Background: an optimization exercise with open tools, aiming at small area. Do not read the settings as production practice.
In this exercise RTL edits were held to simulation tests only and were not proved equivalent to the original.
No activity file was given, so power comes from the tool's default toggle rates.

==> inputs of 11-08 <==
## keccak_squeeze_buf
module keccak_squeeze_buf #(
    parameter  int MAX_RATE_LANES = 21,
    localparam int OUT_BUF_SIZE   = 64
) (
    input  logic                         clk_i,
    input  logic                         rst_ni,
    input  logic [4:0][4:0][63:0]        state_i,
    input  logic                         state_valid_i,
    output logic                         state_ready_o,
    input  logic [4:0]                   rate_lanes_i,
    input  logic                         abort_i,
    output logic [OUT_BUF_SIZE-1:0]      dout_o,
    output logic                         dout_valid_o,
    input  logic                         dout_ready_i,
    output logic                         dout_last_o,
    output logic                         busy_o
);
    localparam int NL = MAX_RATE_LANES;
    logic                stream_q;
    logic [NL-1:0]       sel_q;      
    logic [4:0]          rem_q;      
    logic [4:0]          rem_eff;
    logic [NL-1:0][63:0] held_q;
    logic [NL-1:0][63:0] state_lanes;
    logic                load;
    logic                xfer;
    logic                is_last;
    always_comb begin
        rem_eff = rate_lanes_i - 5'd1;
        if (rate_lanes_i == 5'd0)
            rem_eff = 5'd0;
        else if (rate_lanes_i > 5'(NL))
            rem_eff = 5'(NL - 1);
    end
    assign state_lanes = state_i[NL-1:0];
    assign is_last = (rem_q == 5'd0);
    assign load    = !stream_q && state_valid_i && !abort_i;
    assign xfer    = stream_q && dout_ready_i;
    always_ff @(posedge clk_i or negedge rst_ni) begin
        if (!rst_ni) begin
            stream_q <= 1'b0;
            sel_q    <= '0;
            rem_q    <= '0;
        end else if (abort_i || (xfer && is_last)) begin
            stream_q <= 1'b0;
            sel_q    <= '0;
            rem_q    <= '0;
        end else if (load) begin
            stream_q <= 1'b1;
            sel_q    <= NL'(1);
            rem_q    <= rem_eff;
        end else if (xfer) begin
            sel_q    <= {sel_q[NL-2:0], 1'b0};
            rem_q    <= rem_q - 5'd1;
        end
    end
    always_ff @(posedge clk_i) begin
        for (int i = 0; i < NL; i++)
            held_q[i] <= (state_lanes[i] & {64{load}}) | (held_q[i] & {64{stream_q}});
    end
    always_comb begin
        dout_o = '0;
  ...
==> module keccak_squeeze_buf, before the edit <==
module keccak_squeeze_buf #(
    parameter  int MAX_RATE_LANES = 21,
    localparam int OUT_BUF_SIZE   = 64
) (
    input  logic                         clk_i,
    input  logic                         rst_ni,
    input  logic [4:0][4:0][63:0]        state_i,
    input  logic                         state_valid_i,
    output logic                         state_ready_o,
    input  logic [4:0]                   rate_lanes_i,
    input  logic                         abort_i,
    output logic [OUT_BUF_SIZE-1:0]      dout_o,
    output logic                         dout_valid_o,
    input  logic                         dout_ready_i,
    output logic                         dout_last_o,
    output logic                         busy_o
);
    localparam int NL = MAX_RATE_LANES;
    logic                stream_q;
    logic [NL-1:0]       sel_q;      
    logic [4:0]          rem_q;      
    logic [4:0]          rem_eff;
    logic [NL-1:0][63:0] held_q;
    logic [NL-1:0][63:0] state_lanes;
    logic                load;
    logic                xfer;
    logic                is_last;
    always_comb begin
        rem_eff = rate_lanes_i - 5'd1;
        if (rate_lanes_i == 5'd0)
            rem_eff = 5'd0;
        else if (rate_lanes_i > 5'(NL))
            rem_eff = 5'(NL - 1);
    end
    assign state_lanes = state_i[NL-1:0];
    assign is_last = (rem_q == 5'd0);
    assign load    = !stream_q && state_valid_i && !abort_i;
    assign xfer    = stream_q && dout_ready_i;
    always_ff @(posedge clk_i or negedge rst_ni) begin
        if (!rst_ni) begin
            stream_q <= 1'b0;
            sel_q    <= '0;
            rem_q    <= '0;
        end else if (abort_i || (xfer && is_last)) begin
            stream_q <= 1'b0;
            sel_q    <= '0;
            rem_q    <= '0;
        end else if (load) begin
            stream_q <= 1'b1;
            sel_q    <= NL'(1);
            rem_q    <= rem_eff;
        end else if (xfer) begin
            sel_q    <= {sel_q[NL-2:0], 1'b0};
            rem_q    <= rem_q - 5'd1;
        end
    end
    always_ff @(posedge clk_i) begin
        for (int i = 0; i < NL; i++)
            held_q[i] <= (state_lanes[i] & {64{load}}) | (held_q[i] & {64{stream_q}});
    end
    always_comb begin
        dout_o = '0;
        for (int i = 0; i < NL; i++)
            dout_o = dout_o | (held_q[i] & {64{sel_q[i]}});
    end
    assign state_ready_o = !stream_q;
    assign dout_valid_o  = stream_q;
    assign busy_o        = stream_q;
    assign dout_last_o   = stream_q && is_last;
endmodule
export LEC_CHECK = 0
export CAP_MARGIN = 20
export CORE_AREA = 10 10 630 630
export DIE_AREA = 0 0 640 640
export SLEW_MARGIN = 20
create_clock -name core_clock -period 7.0 [get_ports {clk_i}]
standard.sh (not shown) runs the stock make flow with config.mk's settings and CLKGATE_MAP_FILE= SYNTH_SCRIPT=/design/flow/synth_recipe.tcl, a recipe that flattens the netlist after the stock synthesis.
==> flow/flow/run.sh <==
#!/bin/bash
# Standard ORFS layout, with smaller port buffers and a leaner clock tree.
set -euo pipefail
bash standard.sh \
  'BUFFER_PORTS_ARGS=-buffer_cell sky130_fd_sc_hd__buf_1' \
  'CTS_ARGS=-sink_clustering_enable -repair_clock_nets -dont_use_dummy_load -buf_list {sky130_fd_sc_hd__clkbuf_4 sky130_fd_sc_hd__clkbuf_8}' \
  finish > standard.log 2>&1
==> 12-16: changes against 11-08 <==
--- a/flow/design.v
+++ b/flow/design.v
@@ -18,8 +18,12 @@
     localparam int NL = MAX_RATE_LANES;
-    logic                stream_q;
-    logic [NL-1:0]       sel_q;      
-    logic [4:0]          rem_q;      
-    logic [4:0]          rem_eff;
+    logic                stream_q;   
+    logic                idle_q;     
+    logic                pol_q;      
+    logic [4:0]          cnt_q;      
+    logic [4:0]          last_q;     
+    logic [4:0]          last_eff;
+    logic [NL-1:0]       sel;        
     logic [NL-1:0][63:0] held_q;
     logic [NL-1:0][63:0] state_lanes;
+    logic                inv;
     logic                load;
@@ -28,10 +32,10 @@
     always_comb begin
-        rem_eff = rate_lanes_i - 5'd1;
+        last_eff = rate_lanes_i - 5'd1;
         if (rate_lanes_i == 5'd0)
-            rem_eff = 5'd0;
+            last_eff = 5'd0;
         else if (rate_lanes_i > 5'(NL))
-            rem_eff = 5'(NL - 1);
+            last_eff = 5'(NL - 1);
     end
     assign state_lanes = state_i[NL-1:0];
-    assign is_last = (rem_q == 5'd0);
+    assign is_last = (cnt_q == last_q);
     assign load    = !stream_q && state_valid_i && !abort_i;
@@ -41,15 +45,14 @@
             stream_q <= 1'b0;
-            sel_q    <= '0;
-            rem_q    <= '0;
+            idle_q   <= 1'b1;
+            cnt_q    <= '1;
         end else if (abort_i || (xfer && is_last)) begin
             stream_q <= 1'b0;
-            sel_q    <= '0;
-            rem_q    <= '0;
+            idle_q   <= 1'b1;
+            cnt_q    <= '1;
         end else if (load) begin
             stream_q <= 1'b1;
-            sel_q    <= NL'(1);
-            rem_q    <= rem_eff;
+            idle_q   <= 1'b0;
+            cnt_q    <= '0;
         end else if (xfer) begin
-            sel_q    <= {sel_q[NL-2:0], 1'b0};
-            rem_q    <= rem_q - 5'd1;
+            cnt_q    <= cnt_q + 5'd1;
         end
@@ -57,10 +60,27 @@
     always_ff @(posedge clk_i) begin
-        for (int i = 0; i < NL; i++)
-            held_q[i] <= (state_lanes[i] & {64{load}}) | (held_q[i] & {64{stream_q}});
+        if (load)
+            last_q <= last_eff;
     end
     always_comb begin
-        dout_o = '0;
         for (int i = 0; i < NL; i++)
-            dout_o = dout_o | (held_q[i] & {64{sel_q[i]}});
+            sel[i] = (cnt_q == 5'(i));
     end
+    always_ff @(posedge clk_i) begin
+        pol_q <= !(stream_q && pol_q);
+        for (int i = 0; i < NL; i++)
+            held_q[i] <= ~((held_q[i] | {64{idle_q}}) & (state_lanes[i] | {64{stream_q}}));
+    end
+    for (genvar b = 0; b < 64; b++) begin : g_bit
+        logic [NL-1:0] col;
+        for (genvar i = 0; i < NL; i++) begin : g_lane
+            assign col[i] = held_q[i][b];
+        end
+        keccak_squeeze_buf_omux #(.N(NL)) u_omux (
+            .d_i   (col),
+            .sel_i (sel),
+            .inv_i (inv),
+            .q_o   (dout_o[b])
+        );
+    end
+    assign inv           = pol_q && stream_q;
     assign state_ready_o = !stream_q;
@@ -70 +90,26 @@
 endmodule
+module keccak_squeeze_buf_omux #(
+    parameter int N = 21
+) (
+    input  logic [N-1:0] d_i,
+    input  logic [N-1:0] sel_i,
+    input  logic         inv_i,
+    output logic         q_o
+);
+    localparam int G = (N + 2) / 3;
+    logic [3*G-1:0] d, s;
+    logic [G-1:0]   y_n;
+    assign d = (3*G)'(d_i);
+    assign s = (3*G)'(sel_i);
+    for (genvar g = 0; g < G; g++) begin : g_grp
+        keccak_squeeze_buf_aoi3 u_aoi (.d_i(d[3*g +: 3]), .s_i(s[3*g +: 3]), .y_no(y_n[g]));
+    end
+    assign q_o = ~&y_n ^ inv_i;
+endmodule
+module keccak_squeeze_buf_aoi3 (
+    input  logic [2:0] d_i,
+    input  logic [2:0] s_i,
+    output logic       y_no
+);
+    assign y_no = ~|(d_i & s_i);
+endmodule
==> flow/flow/run.sh (replaced) <==
#!/bin/bash
# Standard ORFS layout, with smaller port buffers, a leaner clock tree and pins one track
# apart. The clock pin goes in the middle of the bottom edge with the other pins kept 4 um
# away, so its wire has room next to the densely packed pins.
set -euo pipefail
DIEW=$(grep -E '^export DIE_AREA' config.mk | awk '{print $6}')
MID=$(python3 -c "print(int(float('$DIEW') / 2))")
CLKX=$(python3 -c "print('%.2f' % (0.23 + 0.46 * round(($MID - 0.23) / 0.46)))")
echo "place_pin -pin_name clk_i -layer met2 -location {$CLKX 0} -force_to_die_boundary" > io_pre.tcl
bash standard.sh \
  'BUFFER_PORTS_ARGS=-buffer_cell sky130_fd_sc_hd__buf_1' \
  "PRE_IO_PLACEMENT_TCL=$PWD/io_pre.tcl" \
  "PLACE_PINS_ARGS=-min_distance 1 -min_distance_in_tracks -exclude bottom:$((MID-4))-$((MID+4))" \
  'CTS_ARGS=-sink_clustering_enable -repair_clock_nets -dont_use_dummy_load -sink_clustering_size 16 -sink_clustering_max_diameter 60 -buf_list {sky130_fd_sc_hd__clkbuf_4 sky130_fd_sc_hd__clkbuf_8}' \
  finish > standard.log 2>&1
CORE_AREA = 10 10 430 430   (was 10 10 630 630)
DIE_AREA = 0 0 440 440   (was 0 0 640 640)
SYNTH_HIERARCHICAL = 1   (was not set)
SYNTH_MINIMUM_KEEP_SIZE = 0   (was not set)
==> 12-01: changes against 11-08 <==
--- a/flow/design.v
+++ b/flow/design.v
@@ -18,8 +18,12 @@
     localparam int NL = MAX_RATE_LANES;
-    logic                stream_q;
-    logic [NL-1:0]       sel_q;      
-    logic [4:0]          rem_q;      
-    logic [4:0]          rem_eff;
+    logic                stream_q;   
+    logic                idle_q;     
+    logic                pol_q;      
+    logic [4:0]          cnt_q;      
+    logic [4:0]          last_q;     
+    logic [4:0]          last_eff;
+    logic [NL-1:0]       sel;        
     logic [NL-1:0][63:0] held_q;
     logic [NL-1:0][63:0] state_lanes;
+    logic                inv;
     logic                load;
@@ -28,10 +32,10 @@
     always_comb begin
-        rem_eff = rate_lanes_i - 5'd1;
+        last_eff = rate_lanes_i - 5'd1;
         if (rate_lanes_i == 5'd0)
-            rem_eff = 5'd0;
+            last_eff = 5'd0;
         else if (rate_lanes_i > 5'(NL))
-            rem_eff = 5'(NL - 1);
+            last_eff = 5'(NL - 1);
     end
     assign state_lanes = state_i[NL-1:0];
-    assign is_last = (rem_q == 5'd0);
+    assign is_last = (cnt_q == last_q);
     assign load    = !stream_q && state_valid_i && !abort_i;
@@ -41,15 +45,14 @@
             stream_q <= 1'b0;
-            sel_q    <= '0;
-            rem_q    <= '0;
+            idle_q   <= 1'b1;
+            cnt_q    <= '1;
         end else if (abort_i || (xfer && is_last)) begin
             stream_q <= 1'b0;
-            sel_q    <= '0;
-            rem_q    <= '0;
+            idle_q   <= 1'b1;
+            cnt_q    <= '1;
         end else if (load) begin
             stream_q <= 1'b1;
-            sel_q    <= NL'(1);
-            rem_q    <= rem_eff;
+            idle_q   <= 1'b0;
+            cnt_q    <= '0;
         end else if (xfer) begin
-            sel_q    <= {sel_q[NL-2:0], 1'b0};
-            rem_q    <= rem_q - 5'd1;
+            cnt_q    <= cnt_q + 5'd1;
         end
@@ -57,10 +60,27 @@
     always_ff @(posedge clk_i) begin
-        for (int i = 0; i < NL; i++)
-            held_q[i] <= (state_lanes[i] & {64{load}}) | (held_q[i] & {64{stream_q}});
+        if (load)
+            last_q <= last_eff;
     end
     always_comb begin
-        dout_o = '0;
         for (int i = 0; i < NL; i++)
-            dout_o = dout_o | (held_q[i] & {64{sel_q[i]}});
+            sel[i] = (cnt_q == 5'(i));
     end
+    always_ff @(posedge clk_i) begin
+        pol_q <= !(stream_q && pol_q);
+        for (int i = 0; i < NL; i++)
+            held_q[i] <= ~((held_q[i] | {64{idle_q}}) & (state_lanes[i] | {64{stream_q}}));
+    end
+    for (genvar b = 0; b < 64; b++) begin : g_bit
+        logic [NL-1:0] col;
+        for (genvar i = 0; i < NL; i++) begin : g_lane
+            assign col[i] = held_q[i][b];
+        end
+        keccak_squeeze_buf_omux #(.N(NL)) u_omux (
+            .d_i   (col),
+            .sel_i (sel),
+            .inv_i (inv),
+            .q_o   (dout_o[b])
+        );
+    end
+    assign inv           = pol_q && stream_q;
     assign state_ready_o = !stream_q;
@@ -70 +90,26 @@
 endmodule
+module keccak_squeeze_buf_omux #(
+    parameter int N = 21
+) (
+    input  logic [N-1:0] d_i,
+    input  logic [N-1:0] sel_i,
+    input  logic         inv_i,
+    output logic         q_o
+);
+    localparam int G = (N + 2) / 3;
+    logic [3*G-1:0] d, s;
+    logic [G-1:0]   y_n;
+    assign d = (3*G)'(d_i);
+    assign s = (3*G)'(sel_i);
+    for (genvar g = 0; g < G; g++) begin : g_grp
+        keccak_squeeze_buf_aoi3 u_aoi (.d_i(d[3*g +: 3]), .s_i(s[3*g +: 3]), .y_no(y_n[g]));
+    end
+    assign q_o = ~&y_n ^ inv_i;
+endmodule
+module keccak_squeeze_buf_aoi3 (
+    input  logic [2:0] d_i,
+    input  logic [2:0] s_i,
+    output logic       y_no
+);
+    assign y_no = ~|(d_i & s_i);
+endmodule
==> flow/flow/run.sh (replaced) <==
#!/bin/bash
# Standard ORFS layout, with smaller port buffers, a leaner clock tree and pins one track
# apart. The clock pin goes in the middle of the bottom edge with the other pins kept 4 um
# away, so its wire has room next to the densely packed pins.
set -euo pipefail
DIEW=$(grep -E '^export DIE_AREA' config.mk | awk '{print $6}')
MID=$(python3 -c "print(int(float('$DIEW') / 2))")
CLKX=$(python3 -c "print('%.2f' % (0.23 + 0.46 * round(($MID - 0.23) / 0.46)))")
echo "place_pin -pin_name clk_i -layer met2 -location {$CLKX 0} -force_to_die_boundary" > io_pre.tcl
bash standard.sh \
  'BUFFER_PORTS_ARGS=-buffer_cell sky130_fd_sc_hd__buf_1' \
  "PRE_IO_PLACEMENT_TCL=$PWD/io_pre.tcl" \
  "PLACE_PINS_ARGS=-min_distance 1 -min_distance_in_tracks -exclude bottom:$((MID-4))-$((MID+4))" \
  'CTS_ARGS=-sink_clustering_enable -repair_clock_nets -dont_use_dummy_load -sink_clustering_size 16 -sink_clustering_max_diameter 60 -buf_list {sky130_fd_sc_hd__clkbuf_4 sky130_fd_sc_hd__clkbuf_8}' \
  finish > standard.log 2>&1
CORE_AREA = 10 10 390 390   (was 10 10 630 630)
DIE_AREA = 0 0 400 400   (was 0 0 640 640)
PLACE_DENSITY = 0.8   (was not set)
SYNTH_HIERARCHICAL = 1   (was not set)
SYNTH_MINIMUM_KEEP_SIZE = 0   (was not set)
==> notes <==
12-16 completed without violations. 11-08 ran to the end with no violations. 12-01 did not get past global routing. Against 12-16, the combinational power of 11-08 is lower by 25%. Flip-flop and latch count: 11-08 is higher than 12-16 (14). Of 12-16 and 11-08, 11-08 has the higher die area (gap about 50%, measured against 11-08). Hold slack: 11-08 is better than 12-16 (0.037 ns). Against 11-08, the clock power of 12-16 is lower by 39%. Non-clock buffer count: 11-08 is higher than 12-16 (68). Of 12-16 and 11-08, 11-08 has the higher synthesized cell count (gap 9.0%, measured against 11-08).

[afterwards: timing with drivers on the ports]
How much do the figures lean on ideal ports? The routed layouts below were timed once more, with nothing changed but the port constraints. Step 1 sets driving cells, clkbuf_16 on the clock port and buf_2 on the other inputs (assumed; they add their load-dependent delay and slew). Step 2 times the ports against the registers' clock, not the clock port: input delays grow and output delays shrink by t, the midpoint of the rising clock arrivals with the driver on. a / b / c = ideal / step 1 / step 2; a / b = the first two.
run	t (ns)	setup WS [ns]	hold WS [ns]	clock arrival spread, ns	slew at the worst register clock pin (ns)
11-08	1.044	1.877 / 1.787 / 2.831	0.482 / 0.482 / 0.482	0.124 / 0.124	0.06 / 0.06
12-16	0.919	0.893 / 0.834 / 1.753	0.445 / 0.445 / 0.445	0.129 / 0.129	0.11 / 0.11
After both steps setup and hold are still met in every run listed.
